Source: an optimization exercise on an open RTL-to-GDS flow (aim: small area). Production flows keep margins and buffers that such runs may drop.
In this exercise RTL edits were held to simulation tests only and were not proved equivalent to the original.
No activity file was given, so power comes from the tool's default toggle rates.

Setup of exp/pepper:
==> flow/design.v <==
package la_pkg;
  typedef enum logic [1:0] {
    TRIG_IMMEDIATE = 2'b00,
    TRIG_RISING    = 2'b01,
    TRIG_FALLING   = 2'b10,
    TRIG_LEVEL     = 2'b11
  } trig_mode_e;
  typedef enum logic [2:0] {
    CAP_IDLE = 3'd0,
    CAP_PRE  = 3'd1,
    CAP_WAIT = 3'd2,
    CAP_POST = 3'd3,
    CAP_DONE = 3'd4
  } cap_state_e;
endpackage
module la_rd_aoi3 (
  input  logic [2:0] d,
  input  logic [2:0] s,
  output logic       y_n
);
  assign y_n = ~|(d & s);
endmodule
module la_rd_aoi2 (
  input  logic [1:0] d,
  input  logic [1:0] s,
  output logic       y_n
);
  assign y_n = ~|(d & s);
endmodule
module la_rd_gate (
  input  logic [2:0] t_n,
  input  logic       row_n,
  output logic       y
);
  assign y = ~((&t_n) | row_n);
endmodule
module la_rd_row (
  input  logic [7:0] d,
  input  logic [7:0] s,
  input  logic       row_n,
  output logic       y
);
  logic [2:0] t_n;
  la_rd_aoi3 u_a0 (.d(d[2:0]), .s(s[2:0]), .y_n(t_n[0]));
  la_rd_aoi3 u_a1 (.d(d[5:3]), .s(s[5:3]), .y_n(t_n[1]));
  la_rd_aoi2 u_a2 (.d(d[7:6]), .s(s[7:6]), .y_n(t_n[2]));
  la_rd_gate u_g  (.t_n(t_n), .row_n(row_n), .y(y));
endmodule
module la_rd_or #(
  parameter int unsigned N = 21
) (
  input  logic [N-1:0] a,
  output logic         y
);
  assign y = |a;
endmodule
module la_capture_engine #(
  parameter int unsigned CHANNEL_COUNT  = 10,
  parameter int unsigned SAMPLE_DEPTH   = 160,
  parameter int unsigned PRESCALE_WIDTH = 16,
  localparam int unsigned AW = $clog2(SAMPLE_DEPTH),
  localparam int unsigned TW = (CHANNEL_COUNT > 1) ? $clog2(CHANNEL_COUNT) : 1
) (
  input  logic                      clk,
  input  logic                      reset,
  input  logic [CHANNEL_COUNT-1:0]  chan_in,
  input  logic [CHANNEL_COUNT-1:0]  chan_enable,
  input  logic                      arm,
  input  logic [TW-1:0]             trig_channel,
  input  logic [1:0]                trig_mode,
  input  logic [PRESCALE_WIDTH-1:0] prescale,
  input  logic [AW-1:0]             pretrig_count,
  input  logic [AW-1:0]             rd_addr,
  output logic [CHANNEL_COUNT-1:0]  rd_data,
  output logic [2:0]                cap_state,
  output logic                      done
);
  localparam int unsigned SELW = 1 << TW;
  localparam logic [AW-1:0] LAST = AW'(SAMPLE_DEPTH - 1);
  la_pkg::cap_state_e        state;
  la_pkg::trig_mode_e        mode_q;
  logic [TW-1:0]             trig_ch_q;
  logic [PRESCALE_WIDTH-1:0] prescale_q;
  logic [PRESCALE_WIDTH-1:0] ps_cnt;
  logic [AW-1:0]             post_len_q;    
  logic [AW-1:0]             cnt;           
  logic                      prev_valid;
  logic                      prev_bit;
  logic [CHANNEL_COUNT-1:0] sample_c;
  logic [SELW-1:0]          sel_ext_c;
  logic                     cur_bit_c;
  logic                     active_c;
  logic                     tick_c;
  logic                     wr_en_c;
  logic                     trig_hit_c;
  logic                     cnt_zero_c;
  assign sample_c   = chan_in & chan_enable;
  assign sel_ext_c  = SELW'(sample_c);
  assign cur_bit_c  = sel_ext_c[trig_ch_q];
  assign active_c   = (state == la_pkg::CAP_PRE) || (state == la_pkg::CAP_WAIT) || (state == la_pkg::CAP_POST);
  assign tick_c     = active_c && (ps_cnt == prescale_q);
  assign cnt_zero_c = (cnt == '0);
  assign wr_en_c    = tick_c && !arm && !((state == la_pkg::CAP_POST) && cnt_zero_c);
  always_comb begin
    trig_hit_c = 1'b0;
    case (mode_q)
      la_pkg::TRIG_IMMEDIATE: trig_hit_c = 1'b1;
      la_pkg::TRIG_RISING:    trig_hit_c = prev_valid && !prev_bit && cur_bit_c;
      la_pkg::TRIG_FALLING:   trig_hit_c = prev_valid && prev_bit && !cur_bit_c;
      la_pkg::TRIG_LEVEL:     trig_hit_c = cur_bit_c;
      default:                trig_hit_c = 1'b0;
    endcase
  end
  always_ff @(posedge clk) begin
    if (arm) begin
      mode_q     <= la_pkg::trig_mode_e'(trig_mode);
      trig_ch_q  <= trig_channel;
      prescale_q <= prescale;
      post_len_q <= LAST - pretrig_count;
      ps_cnt     <= '0;
      cnt        <= pretrig_count;
      prev_valid <= 1'b0;
      prev_bit   <= 1'b0;
    end else begin
      if (active_c) ps_cnt <= tick_c ? '0 : ps_cnt + PRESCALE_WIDTH'(1);
      if (wr_en_c) begin
        prev_bit   <= cur_bit_c;
        prev_valid <= 1'b1;
      end
      case (state)
        la_pkg::CAP_PRE:  if (tick_c) cnt <= cnt - AW'(1);
        la_pkg::CAP_WAIT: if (tick_c && trig_hit_c) cnt <= post_len_q;
        la_pkg::CAP_POST: if (tick_c && !cnt_zero_c) cnt <= cnt - AW'(1);
        default: ;
      endcase
    end
  end
  always_ff @(posedge clk) begin
    if (reset) begin
      state <= la_pkg::CAP_IDLE;
    end else if (arm) begin
      state <= (pretrig_count == '0) ? la_pkg::CAP_WAIT : la_pkg::CAP_PRE;
    end else begin
      case (state)
        la_pkg::CAP_PRE:  if (tick_c && cnt == AW'(1)) state <= la_pkg::CAP_WAIT;
        la_pkg::CAP_WAIT: if (tick_c && trig_hit_c) state <= la_pkg::CAP_POST;
        la_pkg::CAP_POST: if (cnt_zero_c || (tick_c && cnt == AW'(1))) state <= la_pkg::CAP_DONE;
        default: ;
      endcase
    end
  end
  assign cap_state = state;
  assign done      = (state == la_pkg::CAP_DONE);
  localparam int unsigned M    = 8;
  localparam int unsigned MW   = $clog2(M);
  localparam int unsigned R    = SAMPLE_DEPTH / M;
  localparam int unsigned RW   = $clog2(R + 1);
  localparam int unsigned NINJ = (R + M - 1) / M;
  logic [CHANNEL_COUNT-1:0]   sbuf   [M];
  logic [M*CHANNEL_COUNT-1:0] ring_q [R];    
  logic [MW-1:0]              f;             
  logic [RW-1:0]              u;             
  logic                       row_done_c;
  logic [RW:0]                u_sum_c;
  assign row_done_c = wr_en_c && (f == MW'(M - 1));
  assign u_sum_c    = (RW+1)'(u) + (RW+1)'(1) + (RW+1)'(row_done_c);
  always_ff @(posedge clk) begin
    if (reset) begin
      f <= '0;
      u <= '0;
    end else begin
      if (wr_en_c) f <= f + MW'(1);
      u <= (u_sum_c >= (RW+1)'(R)) ? RW'(u_sum_c - (RW+1)'(R)) : RW'(u_sum_c);
    end
  end
  always_ff @(posedge clk) begin
    if (wr_en_c) sbuf[f] <= sample_c;
  end
  function automatic bit inj_pos(input int unsigned p);
    inj_pos = 1'b0;
    for (int unsigned j = 0; j < NINJ; j++)
      if ((j * R) / NINJ == p) inj_pos = 1'b1;
  endfunction
  for (genvar p = 0; p < R; p++) begin : g_ring
    localparam int unsigned PF = (p + R - 1) % R;    
    if (inj_pos(p)) begin : g_inj
      logic [M-1:0] inj_c;
      for (genvar c = 0; c < M; c++) begin : g_w
        assign inj_c[c] = ((u == RW'(PF)) && (MW'(c) < f)) || ((u == RW'(p)) && (MW'(c) >= f));
      end
      always_ff @(posedge clk) begin
        for (int c = 0; c < M; c++)
          ring_q[p][c*CHANNEL_COUNT +: CHANNEL_COUNT] <=
            inj_c[c] ? sbuf[c] : ring_q[PF][c*CHANNEL_COUNT +: CHANNEL_COUNT];
      end
    end else begin : g_move
      always_ff @(posedge clk) ring_q[p] <= ring_q[PF];
    end
  end
  localparam int unsigned HW = AW - MW;
  localparam int unsigned NH = (R + 2) / 2;       
  logic [MW:0]              rd_lo_c;
  logic [HW-1:0]            rd_hi_c;
  logic                     rd_ok_c;
  logic                     rd_s_c;
  logic [RW:0]              rd_p_sum_c;
  logic [RW-1:0]            rd_p_c;
  logic [R:0]               rd_row_c;
  logic [R:0]               rd_row_n_c;
  logic [M-1:0]             rd_col_c;
  logic [CHANNEL_COUNT-1:0] rd_h0_q;      
  logic [CHANNEL_COUNT-1:0] rd_h1_q;
  assign rd_lo_c    = (MW+1)'(rd_addr[MW-1:0]) + (MW+1)'(f);
  assign rd_hi_c    = rd_addr[AW-1:MW];
  assign rd_ok_c    = !reset && (rd_addr < AW'(SAMPLE_DEPTH));
  assign rd_s_c     = (rd_hi_c == HW'(R - 1));
  assign rd_p_sum_c = (RW+1)'(u) + (RW+1)'(rd_hi_c) + (RW+1)'(rd_lo_c[MW]);
  assign rd_p_c     = (rd_p_sum_c >= (RW+1)'(R)) ? RW'(rd_p_sum_c - (RW+1)'(R)) : RW'(rd_p_sum_c);
  for (genvar p = 0; p < R; p++) begin : g_row
    assign rd_row_c[p] = rd_ok_c && !rd_s_c && (rd_p_c == RW'(p));
  end
  assign rd_row_c[R] = rd_ok_c && rd_s_c;
  assign rd_row_n_c  = ~rd_row_c;
  for (genvar c = 0; c < M; c++) begin : g_col
    assign rd_col_c[c] = (rd_lo_c[MW-1:0] == MW'(c));
  end
  for (genvar b = 0; b < CHANNEL_COUNT; b++) begin : g_rd
    logic [R:0] rows;
    logic       h0_c, h1_c;
    for (genvar p = 0; p < R; p++) begin : g_r
      logic [M-1:0] d;
      for (genvar c = 0; c < M; c++) begin : g_c
        assign d[c] = ring_q[p][c*CHANNEL_COUNT + b];
      end
      la_rd_row u_row (.d(d), .s(rd_col_c), .row_n(rd_row_n_c[p]), .y(rows[p]));
    end
    begin : g_s
      logic [M-1:0] d;
      for (genvar c = 0; c < M; c++) begin : g_c
        assign d[c] = sbuf[c][b];
      end
      la_rd_row u_row (.d(d), .s(rd_col_c), .row_n(rd_row_n_c[R]), .y(rows[R]));
    end
    la_rd_or #(.N(NH))         u_or0 (.a(rows[NH-1:0]), .y(h0_c));
    la_rd_or #(.N(R + 1 - NH)) u_or1 (.a(rows[R:NH]),   .y(h1_c));
    always_ff @(posedge clk) begin
      rd_h0_q[b] <= h0_c;
      rd_h1_q[b] <= h1_c;
    end
  end
  assign rd_data = rd_h0_q | rd_h1_q;
endmodule
Settings: LEC_CHECK=0, CAP_MARGIN=20, CORE_MARGIN=2, CORE_UTILIZATION=45, PLACE_DENSITY=0.6, SLEW_MARGIN=20, SYNTH_HIERARCHICAL=1; clock period 4.4 ns.
run.sh (not shown) runs the stock make flow with config.mk's settings and CLKGATE_MAP_FILE= SYNTH_SCRIPT=/design/flow/synth_recipe.tcl, a recipe that flattens the netlist after the stock synthesis.
Input changes introduced in exp/yarrow (baseline for comparison: exp/pepper):
diff --git a/flow/design.v b/flow/design.v
--- a/flow/design.v
+++ b/flow/design.v
@@ -198,55 +198,49 @@
     end
   end
   localparam int unsigned HW = AW - MW;
-  localparam int unsigned NH = (R + 2) / 2;       
   logic [MW:0]              rd_lo_c;
   logic [HW-1:0]            rd_hi_c;
   logic                     rd_ok_c;
   logic                     rd_s_c;
   logic [RW:0]              rd_p_sum_c;
   logic [RW-1:0]            rd_p_c;
+  logic [R:0]               rd_row_n_q;   
+  logic [M-1:0]             rd_col_q;
   logic [R:0]               rd_row_c;
-  logic [R:0]               rd_row_n_c;
   logic [M-1:0]             rd_col_c;
-  logic [CHANNEL_COUNT-1:0] rd_h0_q;      
-  logic [CHANNEL_COUNT-1:0] rd_h1_q;
   assign rd_lo_c    = (MW+1)'(rd_addr[MW-1:0]) + (MW+1)'(f);
   assign rd_hi_c    = rd_addr[AW-1:MW];
   assign rd_ok_c    = !reset && (rd_addr < AW'(SAMPLE_DEPTH));
   assign rd_s_c     = (rd_hi_c == HW'(R - 1));
-  assign rd_p_sum_c = (RW+1)'(u) + (RW+1)'(rd_hi_c) + (RW+1)'(rd_lo_c[MW]);
+  assign rd_p_sum_c = (RW+1)'(u) + (RW+1)'(rd_hi_c) + (RW+1)'(rd_lo_c[MW]) + (RW+1)'(1);
   assign rd_p_c     = (rd_p_sum_c >= (RW+1)'(R)) ? RW'(rd_p_sum_c - (RW+1)'(R)) : RW'(rd_p_sum_c);
   for (genvar p = 0; p < R; p++) begin : g_row
     assign rd_row_c[p] = rd_ok_c && !rd_s_c && (rd_p_c == RW'(p));
   end
   assign rd_row_c[R] = rd_ok_c && rd_s_c;
-  assign rd_row_n_c  = ~rd_row_c;
   for (genvar c = 0; c < M; c++) begin : g_col
     assign rd_col_c[c] = (rd_lo_c[MW-1:0] == MW'(c));
   end
+  always_ff @(posedge clk) begin
+    rd_row_n_q <= ~rd_row_c;
+    rd_col_q <= rd_col_c;
+  end
   for (genvar b = 0; b < CHANNEL_COUNT; b++) begin : g_rd
     logic [R:0] rows;
-    logic       h0_c, h1_c;
     for (genvar p = 0; p < R; p++) begin : g_r
       logic [M-1:0] d;
       for (genvar c = 0; c < M; c++) begin : g_c
         assign d[c] = ring_q[p][c*CHANNEL_COUNT + b];
       end
-      la_rd_row u_row (.d(d), .s(rd_col_c), .row_n(rd_row_n_c[p]), .y(rows[p]));
+      la_rd_row u_row (.d(d), .s(rd_col_q), .row_n(rd_row_n_q[p]), .y(rows[p]));
     end
     begin : g_s
       logic [M-1:0] d;
       for (genvar c = 0; c < M; c++) begin : g_c
         assign d[c] = sbuf[c][b];
       end
-      la_rd_row u_row (.d(d), .s(rd_col_c), .row_n(rd_row_n_c[R]), .y(rows[R]));
-    end
-    la_rd_or #(.N(NH))         u_or0 (.a(rows[NH-1:0]), .y(h0_c));
-    la_rd_or #(.N(R + 1 - NH)) u_or1 (.a(rows[R:NH]),   .y(h1_c));
-    always_ff @(posedge clk) begin
-      rd_h0_q[b] <= h0_c;
-      rd_h1_q[b] <= h1_c;
-    end
-  end
-  assign rd_data = rd_h0_q | rd_h1_q;
-endmodule
+      la_rd_row u_row (.d(d), .s(rd_col_q), .row_n(rd_row_n_q[R]), .y(rows[R]));
+    end
+    la_rd_or #(.N(R + 1)) u_or (.a(rows), .y(rd_data[b]));
+  end
+endmodule
==> summary.txt <==
[exp/yarrow vs exp/pepper] count of instances resized after the clock tree is built: higher in exp/yarrow
Delay contributed by the slowest stage of the critical path in exp/yarrow is 0.15 ns higher than in exp/pepper
The lower fraction of area in multi-input gates of exp/yarrow and exp/pepper is in exp/pepper.
Average routed wire per standard cell in exp/yarrow is 5.7% higher than in exp/pepper
Diff exp/pepper -> exp/yarrow: post-synthesis mux area share saw little to no change, area added between synthesis and finish saw a decrease.
Global routing met1 resource utilization: exp/yarrow vs exp/pepper up 1.0 points
From exp/pepper to exp/yarrow the numbers moved as follows: global-route usage +0.56 points, combinational power now sits at about the same level, top fanout value on the critical path higher.

==> static timing again, ports no longer ideal <==
The flow's constraints put no driver on any port. The routed layouts listed below were extracted and timed again, unchanged, in two steps. Step 1: set_driving_cell puts a clkbuf_16 on clk and a buf_2 on each other input, an assumption about the parent block. Step 2 times the ports against the registers' clock, not the clock port: input delays grow and output delays shrink by t, the midpoint of the rising clock arrivals with the driver on. Three values: no drivers, after step 1, after step 2; two values: the first two.
| run | shift t [ns] | setup slack, ns | worst setup path after step 2 | clock arrival spread, ns | worst data-port slew with drivers (ns) |
|---|---|---|---|---|---|
| exp/pepper | 0.844 | 0.127 / 0.165 / -0.679 | input to register | 0.037 / 0.038 | 0.06 |
| exp/yarrow | 0.833 | 0.014 / -0.063 / -0.198 | input to register | 0.030 / 0.029 | 0.04 |
With both steps, setup timing fails in exp/pepper and exp/yarrow, where it was met with ideal ports. For exp/pepper, which loses most, drivers alone change the setup slack by +0.038 ns; drivers and shift together by -0.806 ns.
